This design comes from an exercise in tuning for a short achievable clock period and few clock cycles on the open sky130 flow, not from production work.
Function was checked by simulation only, so behaviour that the tests miss may differ from the original.
Power and IR drop assume default switching activity.

--- flow/design.v ---
module cpu4_mc_datapath #(
    parameter logic [31:0] RESET_PC        = 32'h0000_0000,
    parameter bit          HALT_ON_ILLEGAL = 1'b1,
    parameter int          NREGS           = 32
) (
    input  logic        clk,
    input  logic        resetn,
    output logic        mem_req,
    output logic        mem_we,
    output logic [31:0] mem_addr,
    output logic [31:0] mem_wdata,
    input  logic [31:0] mem_rdata,
    input  logic        mem_ready,
    output logic [31:0] pc,
    output logic [3:0]  state,
    output logic        halted
);
    localparam logic [5:0] OP_R = 6'h00, OP_J = 6'h02, OP_BEQ = 6'h04,
                           OP_ADDI = 6'h08, OP_LW = 6'h23, OP_SW = 6'h2B;
    localparam logic [5:0] F_ADD = 6'h20, F_SUB = 6'h22, F_AND = 6'h24,
                           F_OR = 6'h25, F_SLT = 6'h2A;
    logic [31:0] rf [1:31];
    logic [31:0] pc_r;           
    logic        req_r, halt_r;
    logic [31:0] btgt_r, jt_r;
    logic [15:0] mlo_r;          
    logic        m_c16;          
    logic        s_m, s_t, s_j, s_p;
    logic        s_b;            
    logic        x_mem, x_sw, x_ld, x_wen, x_agen;
    logic [15:0] x_imm;
    logic        x_sub, x_and, x_or, x_slt;
    logic [4:0]  x_dst;
    logic [31:0] a, b;
    logic [5:0]  d_op, d_fn;
    logic [4:0]  d_rs, d_rt, d_rd;
    logic        d_r, d_addi, d_lw, d_sw, d_beq, d_j, d_ill;
    logic [31:0] d_simm;
    assign d_op   = mem_rdata[31:26];
    assign d_fn   = mem_rdata[5:0];
    assign d_rs   = mem_rdata[25:21];
    assign d_rt   = mem_rdata[20:16];
    assign d_rd   = mem_rdata[15:11];
    assign d_simm = {{16{mem_rdata[15]}}, mem_rdata[15:0]};
    assign d_r    = (d_op == OP_R) && ((d_fn == F_ADD) || (d_fn == F_SUB) || (d_fn == F_AND) ||
                                       (d_fn == F_OR)  || (d_fn == F_SLT));
    assign d_addi = (d_op == OP_ADDI);
    assign d_lw   = (d_op == OP_LW);
    assign d_sw   = (d_op == OP_SW);
    assign d_beq  = (d_op == OP_BEQ);
    assign d_j    = (d_op == OP_J);
    assign d_ill  = !(d_r || d_addi || d_lw || d_sw || d_beq || d_j);
    logic [31:0] alu;
    cpu4_alu u_alu (.a(a), .b(b), .op_sub(x_sub), .op_and(x_and), .op_or(x_or), .op_slt(x_slt),
                    .y(alu));
    logic [15:0] a_inc, a_dec;
    cpu4_incdec16 u_incdec (.x(a[31:16]), .inc(a_inc), .dec(a_dec));
    logic [3:0] x_eq, t_effq, p_effq;
    logic       t_eff, p_eff;
    for (genvar q = 0; q < 4; q++) begin : g_eq
        cpu4_eq32 u_eq (.a(a), .b(b), .eq(x_eq[q]));
        assign t_effq[q] = s_t || (s_b && x_eq[q]);
        assign p_effq[q] = s_p || (s_b && !x_eq[q]);
    end
    assign t_eff = t_effq[0];
    assign p_eff = p_effq[0];
    logic s_mi, s_md, s_ms;
    assign s_mi = s_m && m_c16 && !x_imm[15];
    assign s_md = s_m && !m_c16 && x_imm[15];
    assign s_ms = s_m && (m_c16 == x_imm[15]);
    assign mem_req   = req_r;
    assign mem_we    = x_sw;
    logic [31:0] m_word, t_sel, p_sel;
    assign m_word = {({16{s_mi}} & a_inc) | ({16{s_md}} & a_dec) | ({16{s_ms}} & a[31:16]),
                     {16{s_m}} & mlo_r};
    assign t_sel  = {{8{t_effq[3]}}, {8{t_effq[2]}}, {8{t_effq[1]}}, {8{t_effq[0]}}};
    assign p_sel  = {{8{p_effq[3]}}, {8{p_effq[2]}}, {8{p_effq[1]}}, {8{p_effq[0]}}};
    assign mem_addr = m_word | (t_sel & btgt_r) | ({32{s_j}} & jt_r) | (p_sel & pc_r);
    assign mem_wdata = b;
    assign pc        = pc_r;
    assign halted    = halt_r;
    assign state     = {halt_r, halt_r, 2'b00};
    logic fetch_go, fetch_done, mem_done;
    assign fetch_go   = req_r && !x_mem;
    assign fetch_done = fetch_go && mem_ready;
    assign mem_done   = req_r && x_mem && mem_ready;
    logic [31:0] ra, rb, ra_rf, rb_rf;
    logic [31:0] pcn, jtgt, btgt;
    logic        fwd_a, fwd_b;
    assign fwd_a = x_wen && (d_rs == x_dst);
    assign fwd_b = x_wen && (d_rt == x_dst);
    logic [31:0]      dec_s, dec_t;
    logic [32*32-1:0] rf_flat;
    cpu4_dec5 u_dec_s (.i(d_rs), .o(dec_s));
    cpu4_dec5 u_dec_t (.i(d_rt), .o(dec_t));
    assign rf_flat[31:0] = '0;
    for (genvar i = 1; i < 32; i++) begin : g_rf
        assign rf_flat[32*i +: 32] = rf[i];
    end
    cpu4_sel32w #(32) u_sel_a (.sel(dec_s), .d(rf_flat), .o(ra_rf));
    cpu4_sel32w #(32) u_sel_b (.sel(dec_t), .d(rf_flat), .o(rb_rf));
    assign ra = fwd_a ? alu : ra_rf;
    assign rb = fwd_b ? alu : rb_rf;
    logic [15:0]      f_lo;
    logic             f_c16;
    logic [32*17-1:0] lsum_flat;
    logic [31:0]      lsum_sel;
    assign lsum_flat[16:0] = {1'b0, mem_rdata[15:0]};
    for (genvar i = 1; i < 32; i++) begin : g_lsum
        cpu4_add16c u_ls (.x(rf[i][15:0]), .y(mem_rdata[15:0]),
                          .s(lsum_flat[17*i +: 16]), .co(lsum_flat[17*i + 16]));
    end
    cpu4_sel32w #(17) u_sel_l (.sel(dec_s), .d(lsum_flat), .o({f_c16, f_lo}));
    logic [15:0] g_lo;
    logic        g_c16;
    cpu4_add16c u_glo (.x(a[15:0]), .y(x_imm), .s(g_lo), .co(g_c16));
    logic [31:0] fa;
    assign fa   = t_eff ? btgt_r : (s_j ? jt_r : pc_r);
    assign pcn  = fa + 32'd4;
    assign jtgt = {pcn[31:28], mem_rdata[25:0], 2'b00};
    logic [31:0] bsum;
    cpu4_add32 u_bt (.x({2'b00, fa[31:2]}), .y({2'b00, d_simm[29:0]}), .cin(1'b1), .s(bsum));
    assign btgt = {bsum[29:0], fa[1:0]};
    always_ff @(posedge clk or negedge resetn) begin
        if (!resetn) begin
            for (int i = 1; i < 32; i++) rf[i] <= '0;
        end else begin
            for (int i = 1; i < 32; i++) begin
                if (x_wen && x_dst == 5'(i)) rf[i] <= alu;
                else if (x_ld && x_dst == 5'(i)) rf[i] <= mem_rdata;
            end
        end
    end
    logic d_mem, d_agen;
    assign d_mem  = d_lw || d_sw;
    assign d_agen = d_mem && fwd_a;
    always_ff @(posedge clk or negedge resetn) begin
        if (!resetn) begin
            req_r  <= 1'b0;
            halt_r <= 1'b0;
            pc_r   <= RESET_PC;
            mlo_r  <= '0;
            m_c16  <= 1'b0;
            btgt_r <= '0;
            jt_r   <= '0;
            s_m    <= 1'b0; s_t <= 1'b0; s_j <= 1'b0; s_p <= 1'b1; s_b <= 1'b0;
            x_mem  <= 1'b0; x_sw <= 1'b0; x_ld <= 1'b0; x_wen <= 1'b0; x_agen <= 1'b0;
            x_sub  <= 1'b0; x_and <= 1'b0; x_or <= 1'b0; x_slt <= 1'b0;
            x_dst  <= '0;
            x_imm  <= '0;
            a      <= '0;
            b      <= '0;
        end else begin
            req_r <= !halt_r && !(fetch_done && ((d_ill && HALT_ON_ILLEGAL) || d_agen));
            if (x_agen) begin
                x_agen <= 1'b0;
                mlo_r  <= g_lo;
                m_c16  <= g_c16;
                req_r  <= 1'b1;
            end
            if (mem_done) begin
                x_mem <= 1'b0; x_sw <= 1'b0; x_ld <= 1'b0;
                s_m   <= 1'b0; s_p  <= 1'b1;
            end
            if (fetch_go) begin
                mlo_r <= f_lo;
                m_c16 <= f_c16;
                x_imm <= mem_rdata[15:0];
                a     <= ra;
                b     <= d_addi ? d_simm : rb;
            end
            if (fetch_done) begin
                halt_r <= d_ill && HALT_ON_ILLEGAL;
                pc_r   <= pcn;
                btgt_r <= btgt;
                jt_r   <= jtgt;
                s_m    <= d_mem;
                s_t    <= 1'b0;
                s_b    <= d_beq;
                s_j    <= d_j;
                s_p    <= !(d_mem || d_j || d_beq);
                x_mem  <= d_mem;
                x_agen <= d_agen;
                x_sw   <= d_sw;
                x_ld   <= d_lw && (d_rt != 5'd0);
                x_wen  <= (d_r && d_rd != 5'd0) || (d_addi && d_rt != 5'd0);
                x_sub  <= d_r && d_fn == F_SUB;
                x_and  <= d_r && d_fn == F_AND;
                x_or   <= d_r && d_fn == F_OR;
                x_slt  <= d_r && d_fn == F_SLT;
                x_dst  <= d_r ? d_rd : d_rt;
            end else begin
                x_wen <= 1'b0;
                if (fetch_go) begin
                    s_t <= t_eff;
                    s_p <= p_eff;
                    s_b <= 1'b0;
                end
            end
        end
    end
endmodule
module cpu4_pg #(parameter int W = 32) (
    input  logic [W-1:0] x,
    input  logic [W-1:0] y,
    output logic [W-1:0] g,
    output logic [W-1:0] p
);
    assign g = x & y;
    assign p = x ^ y;
endmodule
module cpu4_pfx #(parameter int W = 32) (
    input  logic [W-1:0] g,
    input  logic [W-1:0] p,
    input  logic         cin,
    output logic [W-1:0] G
);
    logic [W-1:0] gg, pp, gn, pn;
    always_comb begin
        gg = g;
        pp = p;
        gg[0] = g[0] | (p[0] & cin);
        for (int d = 1; d < W; d = d * 2) begin
            gn = gg;
            pn = pp;
            for (int i = d; i < W; i++) begin
                gn[i] = gg[i] | (pp[i] & gg[i-d]);
                pn[i] = pp[i] & pp[i-d];
            end
            gg = gn;
            pp = pn;
        end
        G = gg;
    end
endmodule
module cpu4_xorw #(parameter int W = 32) (
    input  logic [W-1:0] a,
    input  logic [W-1:0] b,
    output logic [W-1:0] y
);
    assign y = a ^ b;
endmodule
module cpu4_add32 (
    input  logic [31:0] x,
    input  logic [31:0] y,
    input  logic        cin,
    output logic [31:0] s
);
    logic [31:0] g, p, G;
    cpu4_pg  #(32) u_pg  (.x(x), .y(y), .g(g), .p(p));
    cpu4_pfx #(32) u_pfx (.g(g), .p(p), .cin(cin), .G(G));
    cpu4_xorw #(32) u_s  (.a(p), .b({G[30:0], cin}), .y(s));
endmodule
module cpu4_dec5 (
    input  logic [4:0]  i,
    output logic [31:0] o
);
    always_comb for (int k = 0; k < 32; k++) o[k] = (i == 5'(k));
endmodule
module cpu4_sel8w #(parameter int W = 32) (
    input  logic [7:0]     sel,
    input  logic [8*W-1:0] d,
    output logic [W-1:0]   o
);
    always_comb begin
        o = '0;
        for (int k = 0; k < 8; k++) o = o | ({W{sel[k]}} & d[W*k +: W]);
    end
endmodule
module cpu4_nor2w #(parameter int W = 32) (
    input  logic [W-1:0] a,
    input  logic [W-1:0] b,
    output logic [W-1:0] y
);
    assign y = ~(a | b);
endmodule
module cpu4_nand2w #(parameter int W = 32) (
    input  logic [W-1:0] a,
    input  logic [W-1:0] b,
    output logic [W-1:0] y
);
    assign y = ~(a & b);
endmodule
module cpu4_sel32w #(parameter int W = 32) (
    input  logic [31:0]     sel,
    input  logic [32*W-1:0] d,
    output logic [W-1:0]    o
);
    logic [W-1:0] q0, q1, q2, q3, n0, n1;
    cpu4_sel8w  #(W) u_q0 (.sel(sel[7:0]),   .d(d[0*8*W +: 8*W]), .o(q0));
    cpu4_sel8w  #(W) u_q1 (.sel(sel[15:8]),  .d(d[1*8*W +: 8*W]), .o(q1));
    cpu4_sel8w  #(W) u_q2 (.sel(sel[23:16]), .d(d[2*8*W +: 8*W]), .o(q2));
    cpu4_sel8w  #(W) u_q3 (.sel(sel[31:24]), .d(d[3*8*W +: 8*W]), .o(q3));
    cpu4_nor2w  #(W) u_n0 (.a(q0), .b(q1), .y(n0));
    cpu4_nor2w  #(W) u_n1 (.a(q2), .b(q3), .y(n1));
    cpu4_nand2w #(W) u_o  (.a(n0), .b(n1), .y(o));
endmodule
module cpu4_eq32 (
    input  logic [31:0] a,
    input  logic [31:0] b,
    output logic        eq
);
    assign eq = (a == b);
endmodule
module cpu4_alu (
    input  logic [31:0] a,
    input  logic [31:0] b,
    input  logic        op_sub,
    input  logic        op_and,
    input  logic        op_or,
    input  logic        op_slt,
    output logic [31:0] y
);
    logic [31:0] sum, diff;
    logic        op_add, lt;
    cpu4_add32 u_add (.x(a), .y(b),  .cin(1'b0), .s(sum));
    cpu4_add32 u_sub (.x(a), .y(~b), .cin(1'b1), .s(diff));
    assign op_add = !(op_sub || op_and || op_or || op_slt);
    assign lt     = (a[31] != b[31]) ? a[31] : diff[31];
    assign y = ({32{op_add}} & sum) | ({32{op_sub}} & diff) | ({32{op_and}} & (a & b)) |
               ({32{op_or}} & (a | b)) | {31'b0, op_slt & lt};
endmodule
module cpu4_add16c (
    input  logic [15:0] x,
    input  logic [15:0] y,
    output logic [15:0] s,
    output logic        co
);
    logic [15:0] g, p, G;
    cpu4_pg  #(16) u_pg  (.x(x), .y(y), .g(g), .p(p));
    cpu4_pfx #(16) u_pfx (.g(g), .p(p), .cin(1'b0), .G(G));
    cpu4_xorw #(16) u_s  (.a(p), .b({G[14:0], 1'b0}), .y(s));
    assign co = G[15];
endmodule
module cpu4_incdec16 (
    input  logic [15:0] x,
    output logic [15:0] inc,
    output logic [15:0] dec
);
    assign inc = x + 16'd1;
    assign dec = x - 16'd1;
endmodule
--- flow/flow/run.sh ---
#!/bin/bash
# Layout flow: the standard flow (standard.sh), run unchanged for
# synthesis, then for the layout with one change: the input and output port
# buffers are plain buf_4 cells (the resizer may still size them), where the
# default port buffering picks delay cells (clkdlybuf4s50, dlygate) that add
# about 0.3 ns to every path through a port. Each step's full output is kept
# in a log file in this folder.
set -euo pipefail
bash standard.sh synth > synth.log 2>&1
bash standard.sh "BUFFER_PORTS_ARGS=-buffer_cell sky130_fd_sc_hd__buf_4" finish > layout.log 2>&1
test -s out/final.def
--- flow/standard.sh ---
#!/bin/bash
# synth_recipe.tcl (not shown) runs the flow's synth.tcl, then flattens the netlist and writes it again
# the make line also repeats each setting of config.mk as NAME=value (left out here)
make -C /OpenROAD-flow-scripts/flow DESIGN_CONFIG=/design/flow/config.mk WORK_HOME=/design/flow/orfs CLKGATE_MAP_FILE= SYNTH_SCRIPT=/design/flow/synth_recipe.tcl "${@:-finish}"
--- flow/config.mk ---
export PLATFORM = sky130hd
export DESIGN_NAME = cpu4_mc_datapath
export DESIGN_NICKNAME = cpu4_mc_datapath
export VERILOG_FILES = /design/flow/design.v
export SDC_FILE = /design/flow/constraint.sdc
export NUM_CORES = 4
export LEC_CHECK = 0
export CAP_MARGIN = 20
export CORE_MARGIN = 2
export CORE_UTILIZATION = 45
export PLACE_DENSITY = 0.6
export SETUP_SLACK_MARGIN = 5
export SLEW_MARGIN = 20
export SYNTH_HIERARCHICAL = 1
--- flow/constraint.sdc ---
create_clock -name core_clock -period 10.0 [get_ports {clk}]
set_input_delay 2.0000 -clock core_clock [delete_from_list [all_inputs] [get_ports {clk}]]
set_output_delay 2.0000 -clock core_clock [all_outputs]
set_load 0.01 [all_outputs]
==> run summary, run 1 <==
die width=461 microns; largest net degree at the start of global routing=roughly 170; # setup viols final=0; share of cells above drive strength 1=0.117; Critical Path Source Type=flip-flop; Yosys warnings=14; WS Path Type=flip-flop to output port; die area=around 210000 sq um; I/O Buffers=133; period utilization=0.526; Hold Slack=472 ps; DRC Markers=0; CTS hold repair buffers=0; RSZ-0062 raised after global routing=yes; fin util=0.504; critical path endpoint category=output port; Max-cap violations=0; GRT overflow=0; Routed Wire Length=439 mm; WP data arrival=3260 ps; pwr/cell area=251 nW/um^2; VDD IR-drop max=0.000297 V; Tot Pwr=roughly 26 mW; skew final=between 40 and 50 ps; CTS tree=yes; placed cells=13.6k; Ports=~140; CTS Sinks=1195; commonest non-fill, non-tap cells in the layout=1689 x nand2_1, 1450 x o21ai_0, 1297 x a22oi_1, 1140 x dfrtp_1, 760 x xor2_1; total track usage=0.402; Crit Path Max Fanout=8; die height=461 microns; Max transition margin=0.263; CP required=roughly 8000 ps; final non-filler cell total=14.0k; Site Rows=167; core area=207000 sq um; initial antenna violation count=25; Max Clk Rate=roughly 190 MHz; Placer Congestion=1.02; syn_area_per_cell=8.50 sq um; nets=11.7k; most common cell after layout, fill and taps aside=nand2_1; first-pass GRT wire length=~630 mm; Worst-path clk slew=60 ps; crit path time final=roughly 5300 ps; synth-to-layout area growth=11.2%; TritonRoute pass-1 iters=10; vias in the first global route=88.3k; Initial Util=0.453; Leakage=roughly 45 nW; H-tree lvl count=4; Root Driver=clkbuf_16; TritonCTS Buffers=148; measured slew at the worst slew-check pin=1100 ps; DP HPWL=310 mm; status=no timing/DRC/antenna violations; drt wl/cell=31.5 microns; max-slew violations=0; endpoints failing hold=0; Clock Path Buffers=3; Vias=93.9k; clk latency of the worst-skew pair=850 ps; Cell Area, Synth=roughly 94000 sq um; 1st-iter DRT viols=approximately 13k; Cells after Synth=about 11k; final antenna-violating net count=0; vias per inst=6.73; setup_tns=0 ps; hold crit path type=flip-flop to flip-flop
registers in the layout, indices dropped and copies added (netlist names), 5 cells and up:
register	flops
pc_r	30
rf	992
mlo_r	16
a	32
btgt_r	30
jt_r	26
x_dst	5
b	32
x_imm	16
worst paths after layout:
check	from	endpoint	slack (ps)	depth (start not counted)
worst max-delay path	b[24]$_DFFE_PN0P_	mem_addr[8]	4740	9
worst min-delay path	x_agen$_DFF_PN0_	req_r$_DFF_PN0_	470	2
worst max register to register	a[7]$_DFFE_PN0P_	btgt_r[26]$_DFFE_PN0P_	5230	22
worst min register to register	x_agen$_DFF_PN0_	req_r$_DFF_PN0_	470	2
max in group asynchronous	resetn	a[28]$_DFFE_PN0P_	6620	3
min in group asynchronous	resetn	rf[25][14]$_DFFE_PN0P_	1120	1
cell type report:
cell class | count | area (sq um)
diodes | 16 | 40.0
clock buffers | 212 | 4220
clock inverters | 59 | 1010
fillers | 19800 | 103000
inverters | 202 | 773
multi-input cells | 9043 | 60900
flip-flops and latches | 1195 | 30000
well taps | 2788 | 3490
repair buffers | 435 | 3890
worst max-delay path: stages, from the launching register on:
cell	delay, ps
dfrtp_2	510
xor2_1	200
nor4_2	350
nand4_1	240
nor2_4	200
inv_2	50
a21o_4	260
a222oi_1	300
nand2_1	160
buf_6	150
through the flow:
stage / instance area, sq um / setup slack (ps)
after floorplan: 94200 / 5650
after global placement: 97200 / 3290
after detailed placement: 97400 / 3270
after CTS: 104000 / 4740
after global routing: 104000 / 4660
final: 104000 / 4740
routing by layer:
layer / part of all wire / wire [microns] / up-vias / global-route usage
met4: 0.071 / 31100 / 20 / 0.243
met5: 0.00099 / 433 / - / 0.0126
met3: 0.13 / 56700 / 1269 / 0.146
met1: 0.39 / 172000 / 45900 / 0.519
met2: 0.41 / 179000 / 5792 / 0.570
li1: - / - / 41000 / -
what timing repair did:
| item | in CTS | in global routing |
|---|---|---|
| gates resized for setup | 162 | 84 |
| setup endpoints to repair | 79 | 54 |
| gates cloned | 3 | 2 |
| pin swaps | 68 | 58 |
| setup buffers | 47 | 40 |
power by group:
group          leakage [nW]  internal [mW]  switching [mW]
Combinational          31.4           4.61            8.20
Sequential             11.3           5.87            1.62
Clock                  2.52           3.42            2.47
Total                  45.2           13.9            12.3
Testbench counts, summed over its fixed seeds: cycles 24,774.
==> run 2, diff against run 1 <==
--- a/flow/design.v
+++ b/flow/design.v
@@ -54,10 +54,12 @@
     cpu4_alu u_alu (.a(a), .b(b), .op_sub(x_sub), .op_and(x_and), .op_or(x_or), .op_slt(x_slt),
                     .y(alu));
-    logic [15:0] a_inc, a_dec;
-    cpu4_incdec16 u_incdec (.x(a[31:16]), .inc(a_inc), .dec(a_dec));
+    logic [15:0] a_inc, a_dec;   
+    logic [15:0] g_inc, g_dec;
+    cpu4_incdec16 u_incdec (.x(a[31:16]), .inc(g_inc), .dec(g_dec));
+    logic [7:0] x_e8;
     logic [3:0] x_eq, t_effq, p_effq;
     logic       t_eff, p_eff;
     for (genvar q = 0; q < 4; q++) begin : g_eq
-        cpu4_eq32 u_eq (.a(a), .b(b), .eq(x_eq[q]));
+        cpu4_and8 u_eq (.a(x_e8), .y(x_eq[q]));
         assign t_effq[q] = s_t || (s_b && x_eq[q]);
         assign p_effq[q] = s_p || (s_b && !x_eq[q]);
@@ -112,4 +114,14 @@
     end
     cpu4_sel32w #(17) u_sel_l (.sel(dec_s), .d(lsum_flat), .o({f_c16, f_lo}));
+    logic [7:0] f_e8;
+    cpu4_eqnib u_e8 (.a(ra), .b(rb), .e(f_e8));
+    logic [15:0]      f_inc, f_dec;
+    logic [32*32-1:0] id_flat;
+    assign id_flat[31:0] = {16'h0001, 16'hFFFF};
+    for (genvar i = 1; i < 32; i++) begin : g_id
+        cpu4_incdec16 u_id (.x(rf[i][31:16]), .inc(id_flat[32*i + 16 +: 16]),
+                            .dec(id_flat[32*i +: 16]));
+    end
+    cpu4_sel32w #(32) u_sel_id (.sel(dec_s), .d(id_flat), .o({f_inc, f_dec}));
     logic [15:0] g_lo;
     logic        g_c16;
@@ -141,4 +153,7 @@
             pc_r   <= RESET_PC;
             mlo_r  <= '0;
+            a_inc  <= '0;
+            x_e8   <= '0;
+            a_dec  <= '0;
             m_c16  <= 1'b0;
             btgt_r <= '0;
@@ -157,4 +172,6 @@
                 mlo_r  <= g_lo;
                 m_c16  <= g_c16;
+                a_inc  <= g_inc;
+                a_dec  <= g_dec;
                 req_r  <= 1'b1;
             end
@@ -166,7 +183,10 @@
                 mlo_r <= f_lo;
                 m_c16 <= f_c16;
+                a_inc <= f_inc;
+                a_dec <= f_dec;
                 x_imm <= mem_rdata[15:0];
                 a     <= ra;
                 b     <= d_addi ? d_simm : rb;
+                x_e8  <= f_e8;
             end
             if (fetch_done) begin
@@ -296,10 +316,16 @@
     cpu4_nand2w #(W) u_o  (.a(n0), .b(n1), .y(o));
 endmodule
-module cpu4_eq32 (
+module cpu4_eqnib (
     input  logic [31:0] a,
     input  logic [31:0] b,
-    output logic        eq
+    output logic [7:0]  e
+);
+    always_comb for (int k = 0; k < 8; k++) e[k] = (a[4*k +: 4] == b[4*k +: 4]);
+endmodule
+module cpu4_and8 (
+    input  logic [7:0] a,
+    output logic       y
 );
-    assign eq = (a == b);
+    assign y = &a;
 endmodule
 module cpu4_alu (
==> run summary, run 2 <==
vias per inst=6.69; WS Path Type=input pin to flip-flop; max-slew violations=0; measured slew at the worst slew-check pin=approximately 1300 ps; skew final=slightly below 70 ps; GRT overflow=0; dpl cell area=around 120000 sq um; TritonCTS Buffers=approximately 160; die height=515 microns; Max-cap violations=0; DP HPWL=~420 mm; endpoints failing hold=0; setup_tns=0 ps; Largest register FFs=992; pwr/cell area=between 200 and 250 nW/um^2; total track usage=0.414; status=no timing/DRC/antenna violations; crit path time final=5280 ps; die area=about 270000 sq um; Routed Wire Length=568 mm; Yosys warnings=15; WP data arrival=about 6000 ps; CP required=10710 ps; Crit Path Max Fanout=21; vias in the first global route=110k; Critical Path Source Type=input pin; TritonRoute pass-1 iters=10; area of the multi-input gates=81300 sq um; VDD IR-drop max=0.000306 V; Cell Area, Synth=118000 sq um; Root Driver=clkbuf_16; Worst-path clk slew=60 ps; Ports=approximately 140; core area=260000 sq um; Placer Congestion=1.05; commonest non-fill, non-tap cells in the layout=2096 x nand2_1, 1812 x a22oi_1, 1376 x o21ai_0, 1220 x dfrtp_1, 1157 x xor2_1; H-tree lvl count=4; period utilization=0.528; Top Registers=rf x992, a x32, b x32; Clock Path Buffers=4; fin util=0.486; CTS Sinks=1235; Site Rows=187; final antenna-violating net count=0; Max Clk Rate=about 190 MHz; register area=30900 sq um; share of cells above drive strength 1=0.0988; hold path start=x_imm[12]$_DFFE_PN0P_; die width=around 520 microns; I/O Buffers=about 130; most common cell after layout, fill and taps aside=nand2_1; Cells after Synth=14.5k; RSZ-0062 raised after global routing=no; design area=126000 sq um; start of the worst register-to-register path=b[3]$_DFFE_PN0P_; Vias=119k; critical path endpoint category=flip-flop; 1st-iter DRT viols=16.3k; # setup viols final=0; CTS tree=yes; syn_area_per_cell=8.11 sq um; Max transition margin=0.117; Fill cells=25.6k; clk latency of the worst-skew pair=900 ps; hold crit path type=flip-flop to flip-flop; DRC Markers=0; Leakage=between 50 and 60 nW; Critical path origin=mem_rdata[17]; drt wl/cell=31.9 microns; largest net degree at the start of global routing=between 150 and 200; first-pass GRT wire length=807 mm; initial antenna violation count=35; Reg with most FFs=rf; synth-to-layout area growth=7.42%; Initial Util=0.453; nets=~15k
[run 2: metal layers]
layer	part of all wire	vias up	routed length [microns]	GRT usage
li1	-	52600	-	-
met1	0.40	58100	226000	0.543
met2	0.41	6963	233000	0.591
met3	0.12	1420	69900	0.132
met4	0.068	22	38800	0.243
met5	0.00028	-	157	0.000913
[run 2: worst paths after layout]
path	to	slack, ps	cells after the start
hold reg to reg	x_imm[12]$_DFFE_PN0P_	490	2
max in group asynchronous	rf[8][6]$_DFFE_PN0P_	6820	3
hold / removal	x_imm[12]$_DFFE_PN0P_	490	2
min in group asynchronous	btgt_r[29]$_DFFE_PN0P_	1040	1
setup / recovery	b[14]$_DFFE_PN0P_	4720	11
setup reg to reg	x_e8[0]$_DFFE_PN0P_	5010	18
[run 2: final cells by class]
type	instances	share of cell area
diodes	24	0.000475
repair buffers	381	0.0244
clock inverters	61	0.00663
clock buffers	226	0.0367
multi-input cells	12100	0.643
well taps	3496	0.0346
flip-flops and latches	1235	0.245
inverters	330	0.00980
[run 2: per-stage QoR]
step | cells | hold WS [ps] | setup WS [ps] | total power, mW
finish | 17800 | 489 | 4720 | 31.1
global route | 17800 | 523 | 4990 | 32.5
CTS | 17800 | 490 | 5010 | 30.4
detailed placement | 17500 | 478 | 4040 | 24.1
global placement | 17500 | 468 | 4020 | 24.1
floorplan | 14600 | 445 | 5780 | 18.2
[run 2: timing repair]
action	in CTS	in global routing
pin swaps	4	4
gates resized for setup	18	32
setup buffers	14	5
setup endpoints to repair	191	76
cloned	5	0
hold buffers	0	0
[run 2: where the power goes]
group | leakage [nW] | total (mW) | switching, mW | internal [mW]
registers | 11.9 | 8.48 | 2.48 | 6.00
logic | 39.1 | 16.3 | 10.5 | 5.81
clock network | 2.66 | 6.26 | 2.58 | 3.68
[run 2: worst max-delay path, stage by stage]
cell and delay, ps:
buf_4 230, nand3b_1 650, nor2_4 250, buf_4 320, a22oi_1 290, nand4_1 450, nor2_1 510, nand2_1 150
mux2_2 350, mux2i_1 540, o21ai_0 150
Testbench counts of run 2, summed over its fixed seeds: cycles 24,774.
==> run 3, diff against run 2 <==
--- a/flow/design.v
+++ b/flow/design.v
@@ -26,5 +26,5 @@
     logic [15:0] mlo_r;          
     logic        m_c16;          
-    logic        s_m, s_t, s_j, s_p;
+    logic        s_m, s_j, s_p;
     logic        s_b;            
     logic        x_mem, x_sw, x_ld, x_wen, x_agen;
@@ -58,10 +58,8 @@
     cpu4_incdec16 u_incdec (.x(a[31:16]), .inc(g_inc), .dec(g_dec));
     logic [7:0] x_e8;
-    logic [3:0] x_eq, t_effq, p_effq;
+    logic [3:0] t_effq, p_effq;
     logic       t_eff, p_eff;
     for (genvar q = 0; q < 4; q++) begin : g_eq
-        cpu4_and8 u_eq (.a(x_e8), .y(x_eq[q]));
-        assign t_effq[q] = s_t || (s_b && x_eq[q]);
-        assign p_effq[q] = s_p || (s_b && !x_eq[q]);
+        cpu4_brsel u_br (.s_b(s_b), .s_p(s_p), .e(x_e8), .t(t_effq[q]), .p(p_effq[q]));
     end
     assign t_eff = t_effq[0];
@@ -159,5 +157,5 @@
             btgt_r <= '0;
             jt_r   <= '0;
-            s_m    <= 1'b0; s_t <= 1'b0; s_j <= 1'b0; s_p <= 1'b1; s_b <= 1'b0;
+            s_m    <= 1'b0; s_j <= 1'b0; s_p <= 1'b1; s_b <= 1'b0;
             x_mem  <= 1'b0; x_sw <= 1'b0; x_ld <= 1'b0; x_wen <= 1'b0; x_agen <= 1'b0;
             x_sub  <= 1'b0; x_and <= 1'b0; x_or <= 1'b0; x_slt <= 1'b0;
@@ -188,5 +186,4 @@
                 a     <= ra;
                 b     <= d_addi ? d_simm : rb;
-                x_e8  <= f_e8;
             end
             if (fetch_done) begin
@@ -196,5 +193,5 @@
                 jt_r   <= jtgt;
                 s_m    <= d_mem;
-                s_t    <= 1'b0;
+                x_e8   <= f_e8;
                 s_b    <= d_beq;
                 s_j    <= d_j;
@@ -212,9 +209,4 @@
             end else begin
                 x_wen <= 1'b0;
-                if (fetch_go) begin
-                    s_t <= t_eff;
-                    s_p <= p_eff;
-                    s_b <= 1'b0;
-                end
             end
         end
@@ -323,9 +315,13 @@
     always_comb for (int k = 0; k < 8; k++) e[k] = (a[4*k +: 4] == b[4*k +: 4]);
 endmodule
-module cpu4_and8 (
-    input  logic [7:0] a,
-    output logic       y
+module cpu4_brsel (
+    input  logic       s_b,
+    input  logic       s_p,
+    input  logic [7:0] e,
+    output logic       t,
+    output logic       p
 );
-    assign y = &a;
+    assign t = s_b && (&e);
+    assign p = s_p || (s_b && !(&e));
 endmodule
 module cpu4_alu (
==> run summary, run 3 <==
fin util=0.483; initial antenna violation count=30; Cell Area, Synth=122000 sq um; die width=525 microns; first-pass GRT wire length=877 mm; CTS Sinks=1234; Crit-path slowest cell=dfrtp_2; measured slew at the worst slew-check pin=~1200 ps; period utilization=0.515; endpoints failing hold=0; CP bufs+invs=2; Max transition margin=0.217; Max Clk Rate=194 MHz; Worst-path clk slew=about 60 ps; core area=270000 sq um; status=no timing/DRC/antenna violations; Comb pwr share=0.592; I/O Buffers=133; die height=525 microns; Max-cap violations=0; Clock Path Buffers=4; WS Path Type=flip-flop to output port; die area=275000 sq um; Routed Wire Length=616 mm; pwr/cell area=approximately 280 nW/um^2; TritonRoute pass-1 iters=10; Top Registers=rf x992, a x32, b x32; CTS tree=yes; Site Rows=191; most common cell after layout, fill and taps aside=o21ai_0; vias in the first global route=117k; clock power share=0.175; CP Cell Sequence=nand4_1 > o21ai_2 > nand2b_4 > buf_6 > a222oi_1 > nand2_1 > a221o_1 > buf_6; total track usage=0.430; synth-to-layout area growth=7.02%; net switching power=around 20 mW; placed cells=18.4k; syn_area_per_cell=between 7 and 8 sq um; Cells after Synth=about 15k; Critical Path Source Type=flip-flop; H-tree lvl count=4; final non-filler cell total=18.7k; # setup viols final=0; Ports=138; GRT overflow=0; Leakage=55.1 nW; register area=30900 sq um; setup_tns=0 ps; share of cells above drive strength 1=0.0986; vias per inst=6.84; final antenna-violating net count=0; Placer Congestion=1.09; TritonCTS Buffers=162; Crit Path Max Fanout=6; Top delay family on crit path=compound AO/OA/AOI/OAI gates; crit path time final=~5200 ps; hold crit path type=flip-flop to flip-flop; Internal=16.4 mW; CTS hold repair buffers=0; VDD IR-drop max=0.000499 V; pre-CTS setup slack=3530 ps; 1st-iter DRT viols=about 20k; commonest non-fill, non-tap cells in the layout=2254 x o21ai_0, 2168 x nand2_1, 1822 x a22oi_1, 1211 x dfrtp_1, 1165 x xor2_1; Reg with most FFs=rf; Vias=about 130k; crit-path max cell delay=about 550 ps; Seq pwr share=0.233; nets=15.7k; CP required=8000 ps; Fill cells=26.7k; Net Sw Frac=0.551; DRC Markers=0; Initial Util=0.452; final worst slack=4850 ps; max-slew violations=0; DP HPWL=between 400 and 500 mm; Root Driver=clkbuf_16; most frequent cell on the critical path=buf_6; Largest register FFs=992; area of the multi-input gates=84900 sq um; drt wl/cell=approximately 33 microns; clk latency of the worst-skew pair=930 ps; WP data arrival=3150 ps; critical path endpoint category=output port; RSZ-0062 raised after global routing=yes; largest net degree at the start of global routing=approximately 130; skew final=52.0 ps; Yosys warnings=15
[run 3: cell type report]
cell class,count,share of cell area
tap,3570,0.0342
multi-input combinational,12900,0.650
sequential,1234,0.237
antenna,14,0.000268
clock buffer,214,0.0348
clock inverter,73,0.00747
timing repair buffer,432,0.0273
inverter,323,0.00928
[run 3: tightest hold or removal path, delay by kind of cell (launching register included)]
kind | cells | cell delay (ps)
simple gates | 2 | 100
flops | 1 | 340
[run 3: worst paths after layout]
path / from / end / slack, ps / depth (start not counted)
min in group asynchronous: resetn / rf[19][10]$_DFFE_PN0P_ / 1100 / 1
hold / removal: btgt_r[7]$_DFFE_PN0P_ / btgt_r[7]$_DFFE_PN0P_ / 480 / 2
setup / recovery: x_e8[3]$_DFFE_PN0P_ / mem_addr[23] / 4850 / 8
setup reg to reg: b[13]$_DFFE_PN0P_ / x_e8[7]$_DFFE_PN0P_ / 5070 / 17
hold reg to reg: btgt_r[7]$_DFFE_PN0P_ / btgt_r[7]$_DFFE_PN0P_ / 480 / 2
max in group asynchronous: resetn / s_j$_DFFE_PN0P_ / 6750 / 3
[run 3: timing repair]
| item | CTS | global route |
|---|---|---|
| setup buffers | 5 | 6 |
| endpoints found under the setup margin | 33 | 36 |
| pin swaps | 17 | 17 |
| gates cloned | 1 | 2 |
| gates resized for setup | 50 | 56 |
[run 3: routing by layer]
layer | vias to the layer above | share of wire | track usage
met3 | 2051 | 0.11 | 0.109
met4 | 12 | 0.093 | 0.326
li1 | 55700 | - | -
met5 | - | 0.00014 | 0
met1 | 61400 | 0.39 | 0.564
met2 | 8678 | 0.40 | 0.603
[run 3: power groups by stage]
stage	clock network (mW)	logic [mW]	registers (mW)
after global placement	0	20.6	8.43
after CTS	6.40	20.7	8.35
final	6.37	21.6	8.49
after detailed placement	0	20.6	8.43
after floorplan	0	12.9	7.22
after global routing	6.59	22.7	8.54
[run 3: stage by stage]
stage / area (sq um) / power, mW / hold WS [ps]
final: 131000 / 36.4 / 479
after global routing: 131000 / 37.8 / 494
after CTS: 130000 / 35.5 / 480
after detailed placement: 125000 / 29.0 / 468
after global placement: 125000 / 29.0 / 461
after floorplan: 123000 / 20.1 / 445
Testbench counts of run 3, summed over its fixed seeds: cycles 24,774.

## afterwards: timing with drivers on the ports
How much do the figures lean on ideal ports? The routed layouts below were timed once more, with nothing changed but the port constraints.
Step 1, drivers: a clkbuf_16 drives clk and a buf_2 each remaining input, both assumed.
Step 2 times the ports against the registers' clock, not the clock port: input delays grow and output delays shrink by t, the midpoint of the rising clock arrivals with the driver on.
Slacks: ideal ports / drivers / drivers and shift; pairs: ideal ports / drivers.
run | t, ns | setup slack, ns | worst setup path at the end | worst register clock-pin slew, ns
run 1 | 0.918 | 4.736 / 4.639 / 4.041 | input to register | 0.07 / 0.07
run 2 | 0.981 | 4.717 / 4.803 / 3.822 | input to register | 0.07 / 0.07
run 3 | 1.012 | 4.849 / 4.742 / 3.941 | input to register | 0.07 / 0.07
After both steps every run listed still meets setup and hold. The setup slack of run 3, which loses most, moves by -0.107 ns with the drivers and by -0.908 ns with both steps.
